This design comes from an exercise in tuning for small area, a short achievable clock period and few clock cycles on the open sky130 flow, not from production work.
Function was checked by simulation only, so behaviour that the tests miss may differ from the original.
Power is estimated from default activity; no workload was simulated.

===== flow/run.sh =====
#!/bin/bash
# synth_recipe.tcl (not shown) runs the flow's synth.tcl, then flattens the netlist and writes it again
# the make line also repeats each setting of config.mk as NAME=value (left out here)
make -C /OpenROAD-flow-scripts/flow DESIGN_CONFIG=/design/flow/config.mk WORK_HOME=/design/flow/orfs CLKGATE_MAP_FILE= SYNTH_SCRIPT=/design/flow/synth_recipe.tcl finish

===== flow/config.mk =====
export PLATFORM = sky130hd
export DESIGN_NAME = rc4_decrypt_top
export DESIGN_NICKNAME = rc4_decrypt_top
export VERILOG_FILES = /design/flow/design.v
export SDC_FILE = /design/flow/constraint.sdc
export NUM_CORES = 4
export LEC_CHECK = 0
export CAP_MARGIN = 20
export CORE_MARGIN = 2
export CORE_UTILIZATION = 40
export SLEW_MARGIN = 20

===== flow/constraint.sdc =====
create_clock -name core_clock -period 12.0 [get_ports {clk}]
set_input_delay 2.4000 -clock core_clock [delete_from_list [all_inputs] [get_ports {clk}]]
set_output_delay 2.4000 -clock core_clock [all_outputs]
set_load 0.01 [all_outputs]

===== flow/design.v =====
`default_nettype none
package rc4_pkg;
    localparam int MAX_MSG_LEN = 32;                    
    localparam int KEY_BYTES   = 3;                     
    typedef logic [7:0]  byte_t;                        
    typedef logic [7:0]  sbox_addr_t;                   
    typedef logic [23:0] rc4_key_t;                     
    typedef logic [$clog2(MAX_MSG_LEN)-1:0] msg_idx_t;  
    typedef struct packed {
        logic  last;                                    
        byte_t data;                                    
    } ks_beat_t;
    typedef struct packed {
        msg_idx_t index;                                
        byte_t    data;                                 
    } ct_write_t;
    typedef struct packed {
        msg_idx_t index;                                
        byte_t    data;                                 
    } pt_beat_t;
    typedef enum logic [3:0] {
        IDLE,                                           
        FILL,                                           
        KSA_RD_I,                                       
        KSA_RD_J,                                       
        KSA_WR_I,                                       
        KSA_WR_J,                                       
        PRGA_RD_I,
        PRGA_RD_J,
        PRGA_WR_I,
        PRGA_WR_J,
        PRGA_RD_K,                                      
        PRGA_PUSH,                                      
        DONE                                            
    } ks_state_e;
endpackage
`default_nettype wire
`default_nettype none
module s_box_ram (
    input  logic                 clk,
    input  rc4_pkg::sbox_addr_t  addr,       
    input  rc4_pkg::byte_t       wdata,
    input  logic                 wren,
    output rc4_pkg::byte_t       rdata       
);
    localparam int DEPTH = 256;                               
    rc4_pkg::byte_t mem [0:DEPTH-1];                            
    always_ff @(posedge clk) begin
        if (wren) begin
            mem[addr] <= wdata;                      
        end
        rdata <= mem[addr];                          
    end
endmodule
`default_nettype wire
`default_nettype none
module rc4_keystream #(
    parameter int MSG_LEN = 32                       
) (
    input  logic               clk,
    input  logic               reset_n,
    input  logic               start,                
    input  rc4_pkg::rc4_key_t  secret_key,           
    input  logic               full,                 
    output logic               ks_push,
    output rc4_pkg::ks_beat_t  ks_wdata
);
    rc4_pkg::ks_state_e   state;
    rc4_pkg::sbox_addr_t  i;                                  
    rc4_pkg::sbox_addr_t  j;                                  
    rc4_pkg::byte_t       si;                                 
    rc4_pkg::byte_t       sj;                                 
    logic [1:0]  key_sel;                            
    rc4_pkg::msg_idx_t    cnt;                                
    logic        last_byte;
    rc4_pkg::byte_t       key_byte;
    rc4_pkg::byte_t       j_next;
    rc4_pkg::sbox_addr_t  sb_addr;
    rc4_pkg::byte_t       sb_wdata;
    logic        sb_wren;
    rc4_pkg::byte_t       sb_rdata;
    s_box_ram u_s_box (
        .clk   (clk),
        .addr  (sb_addr),
        .wdata (sb_wdata),
        .wren  (sb_wren),
        .rdata (sb_rdata)
    );
    assign key_byte  = (key_sel == 2'd0) ? secret_key[23:16] :
                       (key_sel == 2'd1) ? secret_key[15:8] : secret_key[7:0];  
    assign last_byte = (cnt == rc4_pkg::msg_idx_t'(MSG_LEN - 1));
    assign j_next = j + sb_rdata + ((state == rc4_pkg::KSA_RD_J) ? key_byte : 8'd0);
    assign ks_push  = (state == rc4_pkg::PRGA_PUSH) && !full;
    assign ks_wdata = {last_byte, sb_rdata};                
    always_comb begin
        sb_addr  = i;
        sb_wdata = sb_rdata;
        sb_wren  = 1'b0;
        case (state)
            rc4_pkg::FILL: begin
                sb_wdata = i;                        
                sb_wren  = 1'b1;
            end
            rc4_pkg::KSA_RD_J, rc4_pkg::PRGA_RD_J: begin
                sb_addr = j_next;                    
            end
            rc4_pkg::KSA_WR_I, rc4_pkg::PRGA_WR_I: begin
                sb_wren = 1'b1;                      
            end
            rc4_pkg::KSA_WR_J, rc4_pkg::PRGA_WR_J: begin
                sb_addr  = j;
                sb_wdata = si;
                sb_wren  = 1'b1;
            end
            rc4_pkg::PRGA_RD_K, rc4_pkg::PRGA_PUSH: begin
                sb_addr = si + sj;                   
            end
            default: begin
                sb_addr = i;
            end
        endcase
    end
    always_ff @(posedge clk) begin
        if (!reset_n) begin
            state   <= rc4_pkg::IDLE;
            i       <= '0;
            j       <= '0;
            key_sel <= '0;
            cnt     <= '0;
        end else begin
            case (state)
                rc4_pkg::IDLE, rc4_pkg::DONE: begin
                    if (start) begin
                        state <= rc4_pkg::FILL;
                        i     <= '0;
                    end
                end
                rc4_pkg::FILL: begin
                    i <= i + 8'd1;
                    if (i == 8'hFF) begin
                        state   <= rc4_pkg::KSA_RD_I;         
                        j       <= '0;
                        key_sel <= '0;
                    end
                end
                rc4_pkg::KSA_RD_I: state <= rc4_pkg::KSA_RD_J;
                rc4_pkg::KSA_RD_J: begin
                    si    <= sb_rdata;
                    j     <= j_next;
                    state <= rc4_pkg::KSA_WR_I;
                end
                rc4_pkg::KSA_WR_I: begin
                    sj    <= sb_rdata;
                    state <= rc4_pkg::KSA_WR_J;
                end
                rc4_pkg::KSA_WR_J: begin
                    key_sel <= (key_sel == 2'(rc4_pkg::KEY_BYTES - 1)) ? 2'd0 : key_sel + 2'd1;
                    if (i == 8'hFF) begin
                        state <= rc4_pkg::PRGA_RD_I;
                        i     <= 8'd1;               
                        j     <= '0;
                        cnt   <= '0;
                    end else begin
                        i     <= i + 8'd1;
                        state <= rc4_pkg::KSA_RD_I;
                    end
                end
                rc4_pkg::PRGA_RD_I: state <= rc4_pkg::PRGA_RD_J;
                rc4_pkg::PRGA_RD_J: begin
                    si    <= sb_rdata;
                    j     <= j_next;
                    state <= rc4_pkg::PRGA_WR_I;
                end
                rc4_pkg::PRGA_WR_I: begin
                    sj    <= sb_rdata;
                    state <= rc4_pkg::PRGA_WR_J;
                end
                rc4_pkg::PRGA_WR_J: state <= rc4_pkg::PRGA_RD_K;
                rc4_pkg::PRGA_RD_K: state <= rc4_pkg::PRGA_PUSH;
                rc4_pkg::PRGA_PUSH: begin
                    if (!full) begin                 
                        cnt <= cnt + 1'b1;
                        i   <= i + 8'd1;
                        state <= last_byte ? rc4_pkg::DONE : rc4_pkg::PRGA_RD_I;
                    end
                end
                default: state <= rc4_pkg::IDLE;
            endcase
        end
    end
endmodule
`default_nettype wire
`default_nettype none
module keystream_fifo #(
    parameter int FIFO_DEPTH = 4
) (
    input  logic               clk,
    input  logic               reset_n,
    input  logic               push,
    input  rc4_pkg::ks_beat_t  wdata,
    input  logic               pop,
    output rc4_pkg::ks_beat_t  rdata,            
    output logic               full,
    output logic               empty
);
    localparam int PTR_W = (FIFO_DEPTH > 1) ? $clog2(FIFO_DEPTH) : 1;
    localparam int CNT_W = $clog2(FIFO_DEPTH + 1);
    logic [8:0]        mem [0:FIFO_DEPTH-1];   
    logic [PTR_W-1:0]  wr_ptr;
    logic [PTR_W-1:0]  rd_ptr;
    logic [CNT_W-1:0]  count;                    
    logic              do_push;
    logic              do_pop;
    function automatic logic [PTR_W-1:0] next_ptr(input logic [PTR_W-1:0] p);
        next_ptr = (p == PTR_W'(FIFO_DEPTH - 1)) ? '0 : p + 1'b1;  
    endfunction
    assign do_push = push && !full;              
    assign do_pop  = pop && !empty;
    assign full    = (count == CNT_W'(FIFO_DEPTH));
    assign empty   = (count == '0);
    assign rdata   = mem[rd_ptr];
    always_ff @(posedge clk) begin
        if (do_push) begin
            mem[wr_ptr] <= wdata;
        end
    end
    always_ff @(posedge clk) begin
        if (!reset_n) begin
            wr_ptr <= '0;
            rd_ptr <= '0;
            count  <= '0;
        end else begin
            if (do_push) wr_ptr <= next_ptr(wr_ptr);
            if (do_pop)  rd_ptr <= next_ptr(rd_ptr);
            case ({do_push, do_pop})
                2'b10:   count <= count + 1'b1;
                2'b01:   count <= count - 1'b1;
                default: count <= count;         
            endcase
        end
    end
endmodule
`default_nettype wire
`default_nettype none
module rc4_xor_stage (
    input  logic               clk,
    input  logic               reset_n,
    input  logic               start,            
    input  logic               ct_load,
    input  rc4_pkg::ct_write_t ct_in,
    input  logic               empty,            
    input  rc4_pkg::ks_beat_t  ks_rdata,         
    output logic               ks_pop,
    output logic               pt_valid,
    output rc4_pkg::pt_beat_t  pt_out,
    output logic               done
);
    rc4_pkg::byte_t     ct_mem [0:rc4_pkg::MAX_MSG_LEN-1];            
    rc4_pkg::msg_idx_t  rd_idx;                           
    rc4_pkg::msg_idx_t  idx_q;
    rc4_pkg::byte_t     ct_q;                             
    rc4_pkg::ks_beat_t  ks_q;                             
    logic      busy;                             
    logic      accept;
    assign accept = start && !busy;
    assign ks_pop = !empty;                      
    assign pt_out = {idx_q, ct_q ^ ks_q.data};              
    always_ff @(posedge clk) begin
        if (ct_load) begin
            ct_mem[ct_in.index] <= ct_in.data;
        end
        if (ks_pop) begin
            ct_q  <= ct_mem[rd_idx];
            ks_q  <= ks_rdata;
            idx_q <= rd_idx;
        end
    end
    always_ff @(posedge clk) begin
        if (!reset_n) begin
            rd_idx   <= '0;
            pt_valid <= 1'b0;
            done     <= 1'b0;
            busy     <= 1'b0;
        end else begin
            pt_valid <= ks_pop;                  
            if (accept) begin
                rd_idx <= '0;
                done   <= 1'b0;
                busy   <= 1'b1;
            end else begin
                if (ks_pop) rd_idx <= rd_idx + 1'b1;
                if (pt_valid && ks_q.last) begin
                    done <= 1'b1;                
                    busy <= 1'b0;
                end
            end
        end
    end
endmodule
`default_nettype wire
`default_nettype none
module rc4_decrypt_top #(
    parameter int MSG_LEN    = 32,               
    parameter int FIFO_DEPTH = 4                 
) (
    input  logic               clk,
    input  logic               reset_n,
    input  logic               start,
    input  logic [23:0]        secret_key,       
    input  logic               ct_load,
    input  logic [12:0]        ct_in,            
    output logic               pt_valid,
    output logic [12:0]        pt_out,           
    output logic               done
);
    logic      ks_push;
    rc4_pkg::ks_beat_t  ks_wdata;
    logic      ks_pop;
    rc4_pkg::ks_beat_t  ks_rdata;
    logic      ks_full;
    logic      ks_empty;
    rc4_keystream #(
        .MSG_LEN (MSG_LEN)
    ) u_keystream (
        .clk        (clk),
        .reset_n    (reset_n),
        .start      (start),
        .secret_key (secret_key),
        .full       (ks_full),
        .ks_push    (ks_push),
        .ks_wdata   (ks_wdata)
    );
    keystream_fifo #(
        .FIFO_DEPTH (FIFO_DEPTH)
    ) u_fifo (
        .clk     (clk),
        .reset_n (reset_n),
        .push    (ks_push),
        .wdata   (ks_wdata),
        .pop     (ks_pop),
        .rdata   (ks_rdata),
        .full    (ks_full),
        .empty   (ks_empty)
    );
    rc4_xor_stage u_xor (
        .clk      (clk),
        .reset_n  (reset_n),
        .start    (start),
        .ct_load  (ct_load),
        .ct_in    (ct_in),
        .empty    (ks_empty),
        .ks_rdata (ks_rdata),
        .ks_pop   (ks_pop),
        .pt_valid (pt_valid),
        .pt_out   (pt_out),
        .done     (done)
    );
endmodule
`default_nettype wire

==> results.py <==
metrics = {
    "grt": {
        "grtUsageTotal": 0.235,
        "via_count_of_the_first_global_routing_pass": 56600,
        "grt_start_max_net_pins": 163,
        "grtUsageMet2": 0.351,
        "global_route.peak_usage_layer": "met2",
        "global_route.usage.met1": 0.333,
        "antenna_violations_before_repair": 13,
        "grt.overflow.total": 0,
        "first_pass_grt_wire_length_um": 424000,
        "met3_usage": 0.0568,
    },
    "floorplan": {
        "floorplan.die.width_um": 497,
        "io_pins": 56,
        "floorplan.rows": 180,
        "design.core.area_sq_um": 241000,
        "dieArea_sq_um": 247000,
        "die_y_um": 497,
        "initial_core_util": 0.403,
    },
    "clock_tree": {
        "cts.clk_slew.worst_paths_ns": 0.06,
        "number_of_cts_inserted_buffers": 237,
        "tritoncts_num_sinks": 2428,
        "postCtsResizedCells": 0,
        "root_buffer": "sky130_fd_sc_hd__clkbuf_16",
        "clock_network_latency_to_the_later_pin_of_the_worst_skew_pair_ns": 0.90,
        "tritoncts": "built",
        "max-clock-path-buffers": 3,
        "htree_levels": 4,
        "cts.hold.buffers_added": 0,
        "cts_post_setup_buffers_inserted": 0,
    },
    "yosys": {
        "yosysTopAreaCellShare": 0.735,
        "synth.yosys.warnings": 4,
        "synth_top_area_cell": "sky130_fd_sc_hd__edfxtp_1",
        "number_of_instances_in_the_synthesized_netlist": 6753,
        "ys.flop_type": "sky130_fd_sc_hd__edfxtp_1",
        "synth.cell_area_sq_um": 97200,
        "synth_edf_count": 2378,
        "yosys-top-cells-area": "sky130_fd_sc_hd__edfxtp_1, sky130_fd_sc_hd__nand2_1, sky130_fd_sc_hd__mux2i_1",
        "synth_fp_nets": 6831,
        "seq_area_frac_synth": 0.745,
        "postSynthAreaPerCell_sq_um": 14.4,
        "register_bit_count_reported_by_yosys": 2428,
        "synth_async_sr_flop_share": 0,
        "ys_types": 96,
    },
    "routing": {
        "drt-wirelength-per-cell_um": 29.4,
        "drt-initial-drc-count": 9497,
        "via_count": 60300,
        "postRouteAntennaNets": 0,
        "via_per_inst": 5.94,
        "routed_wirelength_um": 299000,
        "remaining_drc_errors": 0,
        "drt_first_pass_iters": 6,
    },
    "worst_hold_path": {
        "worst_hold_path_type": "reg2reg",
    },
    "sta": {
        "report.final.slew_viol_count": 0,
        "finalHoldViolations": 0,
        "slew_headroom": 0.213,
        "fmax_mhz": 115,
        "post-route-period-util": 0.727,
        "finalSetupViolations": 0,
        "setup_tns_ns": 0,
        "fin_worst_skew_ns": 0.0748,
        "setup_repair_after_global_routing_missed_its_margin": "no",
        "timing.hold.ws_ns": 0.449,
        "worst_pin_slew_ns": 1.18,
        "min_clock_period_post_route_ns": 8.72,
    },
    "power_and_ir_drop": {
        "cellInternalPower_w": 0.0161,
        "power_frac_comb": 0.244,
        "power_frac_clock": 0.303,
        "vdd_drop_max_v": 0.000187,
        "power.static_leakage_nw": 36.9,
        "pwr_density_cell_nw_per_um2": 221,
        "net-switching-power_w": 0.00793,
        "reg_power_frac": 0.453,
        "switching_share_of_power": 0.330,
    },
    "setup_path": {
        "worst_path_dominant_cell_family": "compound AO/OA/AOI/OAI gates",
        "timing.critical_path.slowest_cell_delay_ns": 0.77,
        "critPathArrivalTime_ns": 9.48,
        "endpoint_kind": "flip-flop",
        "cp_slowest_cell": "sky130_fd_sc_hd__nand3_2",
        "cp_common_cell": "sky130_fd_sc_hd__fa_1",
        "startpoint_type_of_the_worst_setup_path": "input pin",
        "crit_required_ns": 12.75,
        "cp_cell_sequence": "clkdlybuf4s50_1, mux2i_1, o21ai_0, nand2b_1, fa_1, inv_1, ha_1, fa_1, a22oi_1, nand3_2, o211ai_4, buf_4, a21oi_1, nor4_1, o221ai_1, a211oi_1, a31o_2, nand4_1",
        "worst-path-max-fanout": 34,
        "critical_path_buf_inv_count": 3,
        "worstSetupPathType": "in2reg",
    },
    "finish": {
        "layout.nets": 6833,
        "ff_latch_area_sq_um": 72400,
        "share_of_layout_cells_above_drive_strength_1": 0.0934,
        "fin_util": 0.451,
        "n_fill_cell": 21000,
        "area.growth.synth_to_final_pct": 11.8,
        "multiInputGateArea_sq_um": 22900,
    },
    "place": {
        "place.port_buffers": 55,
        "globalplace.congestion": 0.924,
        "dpl.hpwl_um": 181000,
    },
    "job": {
        "cap_violations": 0,
    },
    "run_status": {
        "status": "finished clean",
    },
}
## power by group through the flow
stage               sequential [W]  clock [W]  combinational, W
detailed placement          0.0111          0           0.00575
CTS                         0.0109    0.00733           0.00576
global placement            0.0111          0           0.00568
floorplan                   0.0114          0           0.00334
global route                0.0109    0.00764           0.00616
finish                      0.0109    0.00728           0.00586
## path summary, 6_finish.rpt
check,from,endpoint,slack (ns),depth (start not counted)
setup reg to reg,u_keystream.state[2]$_SDFFE_PN0P_,u_keystream.u_s_box.rdata[6]$_DFF_P_,4.18,18
hold / removal,u_keystream.cnt[3]$_SDFFE_PN0P_,u_keystream.cnt[3]$_SDFFE_PN0P_,0.45,1
setup / recovery,secret_key[9],u_keystream.u_s_box.rdata[6]$_DFF_P_,3.28,18
hold reg to reg,u_keystream.cnt[3]$_SDFFE_PN0P_,u_keystream.cnt[3]$_SDFFE_PN0P_,0.45,1
## state kept, by name, indices dropped and copies added, names as in the netlist, 2 cells and up
name                       count
u_xor.idx_q                    5
u_keystream.si                 8
u_keystream.u_s_box.mem     2048
u_keystream.u_s_box.rdata      8
u_keystream.key_sel            2
u_fifo.mem                    36
u_xor.ks_q                     9
u_fifo.wr_ptr                  2
u_fifo.count                   3
u_keystream.cnt                5
u_xor.ct_q                     8
u_keystream.i                  8
u_xor.ct_mem                 256
u_keystream.sj                 8
u_fifo.rd_ptr                  2
u_xor.rd_idx                   5
u_keystream.state              4
u_keystream.j                  8
## cell families (layout without fill, tap and decap cells)
group           Yosys count  in the layout  share of synthesized area
mux                     457            457                     0.0611
other cells               0              4                          0
xor+xnor                 26             26                    0.00234
simple gates           2715           2715                      0.121
flops                  2428           2428                      0.745
fa+ha+maj                37             37                    0.00554
compound gates          650            650                     0.0438
buf+inv                 440            644                     0.0213
## cell usage after synthesis (21+ instances only)
| cell | n |
|---|---|
| sky130_fd_sc_hd__nor4_1 | 33 |
| sky130_fd_sc_hd__clkbuf_1 | 133 |
| sky130_fd_sc_hd__a31oi_1 | 74 |
| sky130_fd_sc_hd__buf_4 | 23 |
| sky130_fd_sc_hd__edfxtp_1 | 2378 |
| sky130_fd_sc_hd__mux4_2 | 108 |
| sky130_fd_sc_hd__mux2i_1 | 339 |
| sky130_fd_sc_hd__nand3_1 | 610 |
| sky130_fd_sc_hd__nor3_1 | 23 |
| sky130_fd_sc_hd__xor2_1 | 21 |
| sky130_fd_sc_hd__a32oi_1 | 24 |
| sky130_fd_sc_hd__nor2_1 | 364 |
| sky130_fd_sc_hd__dfxtp_1 | 50 |
| sky130_fd_sc_hd__a311oi_1 | 23 |
| sky130_fd_sc_hd__o22ai_1 | 139 |
| sky130_fd_sc_hd__buf_1 | 36 |
| sky130_fd_sc_hd__and3_1 | 57 |
| sky130_fd_sc_hd__buf_2 | 220 |
| sky130_fd_sc_hd__a21oi_1 | 193 |
| sky130_fd_sc_hd__ha_1 | 27 |
| sky130_fd_sc_hd__nand2_1 | 1445 |
| sky130_fd_sc_hd__nand4_1 | 98 |
| sky130_fd_sc_hd__o21ai_0 | 60 |
## worst register-to-register path, cell delays in order, from the launching register on
cell and delay (ns):
sky130_fd_sc_hd__dfxtp_1 0.35, sky130_fd_sc_hd__inv_1 0.09, sky130_fd_sc_hd__ha_1 0.46, sky130_fd_sc_hd__nand3_2 0.25, sky130_fd_sc_hd__nand2b_1 0.26, sky130_fd_sc_hd__fa_1 0.49
sky130_fd_sc_hd__inv_1 0.04, sky130_fd_sc_hd__ha_1 0.22, sky130_fd_sc_hd__fa_1 0.54, sky130_fd_sc_hd__a22oi_1 0.64, sky130_fd_sc_hd__nand3_2 0.77, sky130_fd_sc_hd__o211ai_4 0.54
sky130_fd_sc_hd__buf_4 0.70, sky130_fd_sc_hd__a21oi_1 0.14, sky130_fd_sc_hd__nor4_1 0.58, sky130_fd_sc_hd__o221ai_1 0.41, sky130_fd_sc_hd__a211oi_1 0.77, sky130_fd_sc_hd__a31o_2 0.33
sky130_fd_sc_hd__nand4_1 0.12
## area by class of cell
cell class	count	share of cell area
multi-input cells	3885	0.211
well taps	3185	0.0367
repair buffers	182	0.0157
flip-flops and latches	2428	0.666
inverters	21	0.000725
clock inverters	156	0.0135
clock buffers	285	0.0562
diodes	4	0.0000921
## layout by cell type, fill, tap and decap left out, drive strengths merged, types with 98 or more instances in the layout
master	instances
edfxtp	2378
nand2	1447
nand3	612
nor2	367
mux2i	339
clkbuf	285
a21oi	195
o22ai	139
buf	133
clkinv	129
mux4	108
nand4	98
## layer usage
metal  part of all wire  vias up
li1                   -    25400
met1               0.40    30400
met2               0.44     3880
met3               0.12      587
met4              0.043        0
met5                  0        -
## through the flow
stage | instance area (sq um) | total power, W | instances | setup slack (ns)
after global routing | 109000 | 0.0247 | 10100 | 3.51
after detailed placement | 101000 | 0.0168 | 9699 | 2.63
after CTS | 109000 | 0.0240 | 10100 | 3.56
final | 109000 | 0.0240 | 10100 | 3.28
after global placement | 101000 | 0.0168 | 9698 | 2.61
after floorplan | 97200 | 0.0147 | 6753 | 5.24
Testbench counts, summed over its fixed seeds: cycles 96,448.

-- re-timing with driven ports --
Ports are ideal in the flow. The routed layout listed here was re-timed in OpenROAD. Step 1 sets driving cells, clkbuf_16 on the clock port and buf_2 on the other inputs (assumed; they add their load-dependent delay and slew). Step 2, shift: input delay + t, output delay - t, t = (earliest + latest rising clock arrival at the registers) / 2. This alone moves slack from input paths to output paths. Three values: no drivers, after step 1, after step 2; two values: the first two.
t (ns): 0.963
setup slack, ns: 3.279 / 3.343 / 2.380
slew at the worst register clock pin (ns): 0.07 / 0.07
worst data-port slew with drivers (ns): 0.04
After both steps this run still meets setup and hold. For this run, drivers alone change the setup slack by +0.064 ns; drivers and shift together by -0.899 ns.
